From an optimization exercise on the open Yosys and OpenROAD flow, aimed at small area and a short achievable clock period; shortcuts taken in it are not production practice.
The RTL was checked by simulation tests, not by an equivalence proof against the original design.
Power and IR drop assume default switching activity.

## 05-28
## branch_predictor
module branch_predictor #(
    parameter int unsigned INDEX_W = 6,
    parameter int unsigned TAG_W   = 8
) (
    input  logic        clk_i,
    input  logic        rst_i,
    input  logic [31:0] pc_f_i,
    output logic        pred_taken_o,
    output logic [31:0] pred_pc_o,
    input  logic        ex_valid_i,
    input  logic        ex_is_br_i,
    input  logic [31:0] ex_pc_i,
    input  logic [31:0] ex_target_i,
    input  logic [2:0]  ex_funct3_i,
    input  logic        ex_pred_taken_i,
    input  logic [31:0] ex_pred_pc_i,
    input  logic        br_less_i,
    input  logic        br_equal_i,
    output logic        br_unsigned_o,
    output logic        br_taken_o,
    output logic        mispredict_o,
    output logic [31:0] redirect_pc_o,
    output logic [31:0] br_count_o,
    output logic [31:0] miss_count_o
);
    localparam int unsigned ENTRIES = 1 << INDEX_W;
    logic [ENTRIES-1:0]            valid_q;
    logic [ENTRIES-1:0]            ctr1_q;
    logic [ENTRIES-1:0]            ctr0_q;
    logic [ENTRIES-1:0][TAG_W-1:0] tag_q;
    logic [ENTRIES-1:0][31:0]      target_q;
    logic [31:0]                   br_count_q;
    logic [31:0]                   miss_count_q;
    logic [INDEX_W-1:0] f_idx;
    logic [TAG_W-1:0]   f_tag;
    logic [INDEX_W-1:0] ex_idx;
    logic [TAG_W-1:0]   ex_tag;
    logic               ex_hit;
    logic [1:0]         ex_ctr;
    logic [1:0]         ex_ctr_nx;
    logic               legal;
    logic               outcome;
    logic               res;
    assign f_idx  = pc_f_i[INDEX_W+1:2];
    assign f_tag  = pc_f_i[INDEX_W+TAG_W+1:INDEX_W+2];
    assign ex_idx = ex_pc_i[INDEX_W+1:2];
  ...
For scale: about 7600 cells after synthesis, roughly 0.11 mm2 of cells after synthesis.
==> module branch_predictor, before the edit <==
module branch_predictor #(
    parameter int unsigned INDEX_W = 6,
    parameter int unsigned TAG_W   = 8
) (
    input  logic        clk_i,
    input  logic        rst_i,
    input  logic [31:0] pc_f_i,
    output logic        pred_taken_o,
    output logic [31:0] pred_pc_o,
    input  logic        ex_valid_i,
    input  logic        ex_is_br_i,
    input  logic [31:0] ex_pc_i,
    input  logic [31:0] ex_target_i,
    input  logic [2:0]  ex_funct3_i,
    input  logic        ex_pred_taken_i,
    input  logic [31:0] ex_pred_pc_i,
    input  logic        br_less_i,
    input  logic        br_equal_i,
    output logic        br_unsigned_o,
    output logic        br_taken_o,
    output logic        mispredict_o,
    output logic [31:0] redirect_pc_o,
    output logic [31:0] br_count_o,
    output logic [31:0] miss_count_o
);
    localparam int unsigned ENTRIES = 1 << INDEX_W;
    logic [ENTRIES-1:0]            valid_q;
    logic [ENTRIES-1:0]            ctr1_q;
    logic [ENTRIES-1:0]            ctr0_q;
    logic [ENTRIES-1:0][TAG_W-1:0] tag_q;
    logic [ENTRIES-1:0][31:0]      target_q;
    logic [31:0]                   br_count_q;
    logic [31:0]                   miss_count_q;
    logic [INDEX_W-1:0] f_idx;
    logic [TAG_W-1:0]   f_tag;
    logic [INDEX_W-1:0] ex_idx;
    logic [TAG_W-1:0]   ex_tag;
    logic               ex_hit;
    logic [1:0]         ex_ctr;
    logic [1:0]         ex_ctr_nx;
    logic               legal;
    logic               outcome;
    logic               res;
    assign f_idx  = pc_f_i[INDEX_W+1:2];
    assign f_tag  = pc_f_i[INDEX_W+TAG_W+1:INDEX_W+2];
    assign ex_idx = ex_pc_i[INDEX_W+1:2];
    assign ex_tag = ex_pc_i[INDEX_W+TAG_W+1:INDEX_W+2];
    logic [ENTRIES-1:0] f_oh;
    logic [ENTRIES-1:0] x_oh;
    logic [ENTRIES-1:0] f_hit;
    logic [31:0]        f_pcp4;
    logic [1:0]         f_none;     
    logic [31:0]        f_tgt_n0;   
    logic [31:0]        f_tgt_n1;   
    logic [31:0]        f_pc_n;     
    logic [TAG_W-1:0]   x_tagr;
    logic               x_valid;
    logic [1:0]         x_ctr;
    always_comb begin
        for (int i = 0; i < int'(ENTRIES); i++) begin
            f_oh[i]  = (f_idx == INDEX_W'(i));
            x_oh[i]  = (ex_idx == INDEX_W'(i));
        end
    end
    assign f_pcp4 = pc_f_i + 32'd4;
    for (genvar i = 0; i < int'(ENTRIES); i++) begin : g_fhit
        branch_predictor_hit u_hit (.t_i(tag_q[i]), .f_i(f_tag), .s_ni(~(f_oh[i] & ctr1_q[i])),
                                    .y_o(f_hit[i]));
    end
    branch_predictor_ortree u_none0 (.a_i(f_hit[31:0]),  .y_no(f_none[0]));
    branch_predictor_ortree u_none1 (.a_i(f_hit[63:32]), .y_no(f_none[1]));
    branch_predictor_nand2  u_take  (.a_i(f_none[0]), .b_i(f_none[1]), .y_o(pred_taken_o));
    for (genvar j = 0; j < 32; j++) begin : g_pbit
        logic [63:0] tcol;
        for (genvar i = 0; i < int'(ENTRIES); i++) begin : g_col
            assign tcol[i] = target_q[i][j];
        end
        branch_predictor_selor u_t0 (.s_i(f_hit[31:0]),  .d_i(tcol[31:0]),  .y_no(f_tgt_n0[j]));
        branch_predictor_selor u_t1 (.s_i(f_hit[63:32]), .d_i(tcol[63:32]), .y_no(f_tgt_n1[j]));
        branch_predictor_nand3 u_pc (.a_i(f_pcp4[j]), .b_i(f_none[0]), .c_i(f_none[1]),
                                     .y_o(f_pc_n[j]));
        branch_predictor_nand3 u_o  (.a_i(f_tgt_n0[j]), .b_i(f_tgt_n1[j]), .c_i(f_pc_n[j]),
                                     .y_o(pred_pc_o[j]));
    end
    assign br_unsigned_o = ex_funct3_i[1];
    always_comb begin
        legal   = 1'b1;
        outcome = 1'b0;
        case (ex_funct3_i)
            3'b000:         outcome = br_equal_i;
            3'b001:         outcome = ~br_equal_i;
            3'b100, 3'b110: outcome = br_less_i;
            3'b101, 3'b111: outcome = ~br_less_i;
            default:        legal   = 1'b0;
        endcase
    end
    assign res           = ex_valid_i && ex_is_br_i && legal;
    assign br_taken_o    = res && outcome;
    assign mispredict_o  = res && ((br_taken_o != ex_pred_taken_i) ||
                                   (br_taken_o && (ex_pred_pc_i != ex_target_i)));
    assign redirect_pc_o = br_taken_o ? ex_target_i : ex_pc_i + 32'd4;
    logic [TAG_W+2:0] x_rd;
    logic [ENTRIES-1:0][TAG_W+2:0] x_ent;
    for (genvar i = 0; i < int'(ENTRIES); i++) begin : g_xent
        assign x_ent[i] = {ctr1_q[i], ctr0_q[i], tag_q[i], valid_q[i]};
    end
    for (genvar b = 0; b < TAG_W + 3; b++) begin : g_xrd
        logic [63:0] xcol;
        logic [1:0]  xn;
        for (genvar i = 0; i < int'(ENTRIES); i++) begin : g_col
            assign xcol[i] = x_ent[i][b];
        end
        branch_predictor_selor u_x0 (.s_i(x_oh[31:0]),  .d_i(xcol[31:0]),  .y_no(xn[0]));
        branch_predictor_selor u_x1 (.s_i(x_oh[63:32]), .d_i(xcol[63:32]), .y_no(xn[1]));
        branch_predictor_nand2 u_x  (.a_i(xn[0]), .b_i(xn[1]), .y_o(x_rd[b]));
    end
    assign x_valid = x_rd[0];
    assign x_tagr  = x_rd[TAG_W:1];
    assign x_ctr   = x_rd[TAG_W+2:TAG_W+1];
    assign ex_hit = x_valid && (x_tagr == ex_tag);
    assign ex_ctr = x_ctr;
    always_comb begin
        if (!ex_hit)              ex_ctr_nx = 2'b10;
        else if (br_taken_o)      ex_ctr_nx = (ex_ctr == 2'b11) ? 2'b11 : ex_ctr + 2'd1;
        else                      ex_ctr_nx = (ex_ctr == 2'b00) ? 2'b00 : ex_ctr - 2'd1;
    end
    for (genvar i = 0; i < int'(ENTRIES); i++) begin : g_ent
        logic sel;
        assign sel = res && x_oh[i];
        always_ff @(posedge clk_i or posedge rst_i) begin
            if (rst_i) begin
                valid_q[i] <= 1'b0;
                ctr1_q[i]  <= 1'b0;
            end else if (sel && (br_taken_o || ex_hit)) begin
                valid_q[i] <= 1'b1;
                ctr1_q[i]  <= ex_ctr_nx[1];
            end
        end
        always_ff @(posedge clk_i) begin
            if (sel && (br_taken_o || ex_hit)) begin
                ctr0_q[i] <= ex_ctr_nx[0];
            end
            if (sel && br_taken_o) begin
                tag_q[i]    <= ex_tag;
                target_q[i] <= ex_target_i;
            end
        end
    end
    always_ff @(posedge clk_i or posedge rst_i) begin
        if (rst_i) begin
            br_count_q   <= '0;
            miss_count_q <= '0;
        end else begin
            if (res) begin
                br_count_q <= br_count_q + 32'd1;
            end
            if (mispredict_o) begin
                miss_count_q <= miss_count_q + 32'd1;
            end
        end
    end
    assign br_count_o   = br_count_q;
    assign miss_count_o = miss_count_q;
endmodule
==> flow/config.mk <==
export PLATFORM = sky130hd
export DESIGN_NAME = branch_predictor
export DESIGN_NICKNAME = branch_predictor
export VERILOG_FILES = /design/flow/design.v
export SDC_FILE = /design/flow/constraint.sdc
export NUM_CORES = 4
export LEC_CHECK = 0
export CAP_MARGIN = 20
export CORE_MARGIN = 2
export CORE_UTILIZATION = 45
export CTS_CLUSTER_DIAMETER = 80
export CTS_CLUSTER_SIZE = 30
export SETUP_SLACK_MARGIN = 4.0
export SLEW_MARGIN = 20
export SYNTH_HIERARCHICAL = 1
export TNS_END_PERCENT = 20
==> flow/constraint.sdc <==
create_clock -name core_clock -period 10.0 [get_ports {clk_i}]
set_input_delay 2.0000 -clock core_clock [delete_from_list [all_inputs] [get_ports {clk_i}]]
set_output_delay 2.0000 -clock core_clock [all_outputs]
set_load 0.01 [all_outputs]
run.sh (not shown) runs the stock make flow with config.mk's settings and CLKGATE_MAP_FILE= SYNTH_SCRIPT=/design/flow/synth_recipe.tcl, a recipe that flattens the netlist after the stock synthesis.
05-28 has completed all stages; timing, DRC and antenna checks passed.
Relative to 05-28, the following input files were edited for 11-27:
--- a/flow/design.v
+++ b/flow/design.v
@@ -99,5 +99,14 @@
     assign mispredict_o  = res && ((br_taken_o != ex_pred_taken_i) ||
                                    (br_taken_o && (ex_pred_pc_i != ex_target_i)));
-    assign redirect_pc_o = br_taken_o ? ex_target_i : ex_pc_i + 32'd4;
+    logic [31:0] x_pcp4;
+    logic        x_tk_n;
+    assign x_pcp4 = ex_pc_i + 32'd4;
+    assign x_tk_n = ~br_taken_o;
+    for (genvar j = 0; j < 32; j++) begin : g_rbit
+        logic rt_n, rp_n;
+        branch_predictor_nand2 u_t (.a_i(br_taken_o), .b_i(ex_target_i[j]), .y_o(rt_n));
+        branch_predictor_nand2 u_p (.a_i(x_tk_n), .b_i(x_pcp4[j]), .y_o(rp_n));
+        branch_predictor_nand2 u_o (.a_i(rt_n), .b_i(rp_n), .y_o(redirect_pc_o[j]));
+    end
     logic [TAG_W+2:0] x_rd;
     logic [ENTRIES-1:0][TAG_W+2:0] x_ent;
Results
Changes observed in 11-27 relative to 05-28: worst-case setup slack after placement went up 410 ps, first-pass GRT wire length went up 0.36%, post-synth design cell area held, clock share of power held, total power per unit cell area held.
Setup slack in 11-27 is smaller than in 05-28.

port drivers added, routing unchanged:
The results above use ideal ports. As a check the final layouts listed here were re-extracted and re-timed, cells and wires unchanged.
Step 1 (the two cells are an assumption about what drives the block):
set clk [get_ports {clk_i}]
set_driving_cell -lib_cell sky130_fd_sc_hd__clkbuf_16 $clk
set_driving_cell -lib_cell sky130_fd_sc_hd__buf_2 [delete_from_list [all_inputs] $clk]
Step 2 times the ports against the registers' clock, not the clock port: input delays grow and output delays shrink by t, the midpoint of the rising clock arrivals with the driver on.
Slacks: ideal / step 1 / step 2; pairs: ideal / step 1.
| run | t, ns | setup WS [ns] | latest minus earliest clock arrival (ns) |
|---|---|---|---|
| 05-28 | 0.912 | 3.559 / 3.274 / 3.196 | 0.065 / 0.065 |
| 11-27 | 0.921 | 3.538 / 3.246 / 3.057 | 0.046 / 0.046 |
After both steps every run listed still meets setup and hold. For 11-27, which loses most, drivers alone change the setup slack by -0.292 ns; drivers and shift together by -0.481 ns.
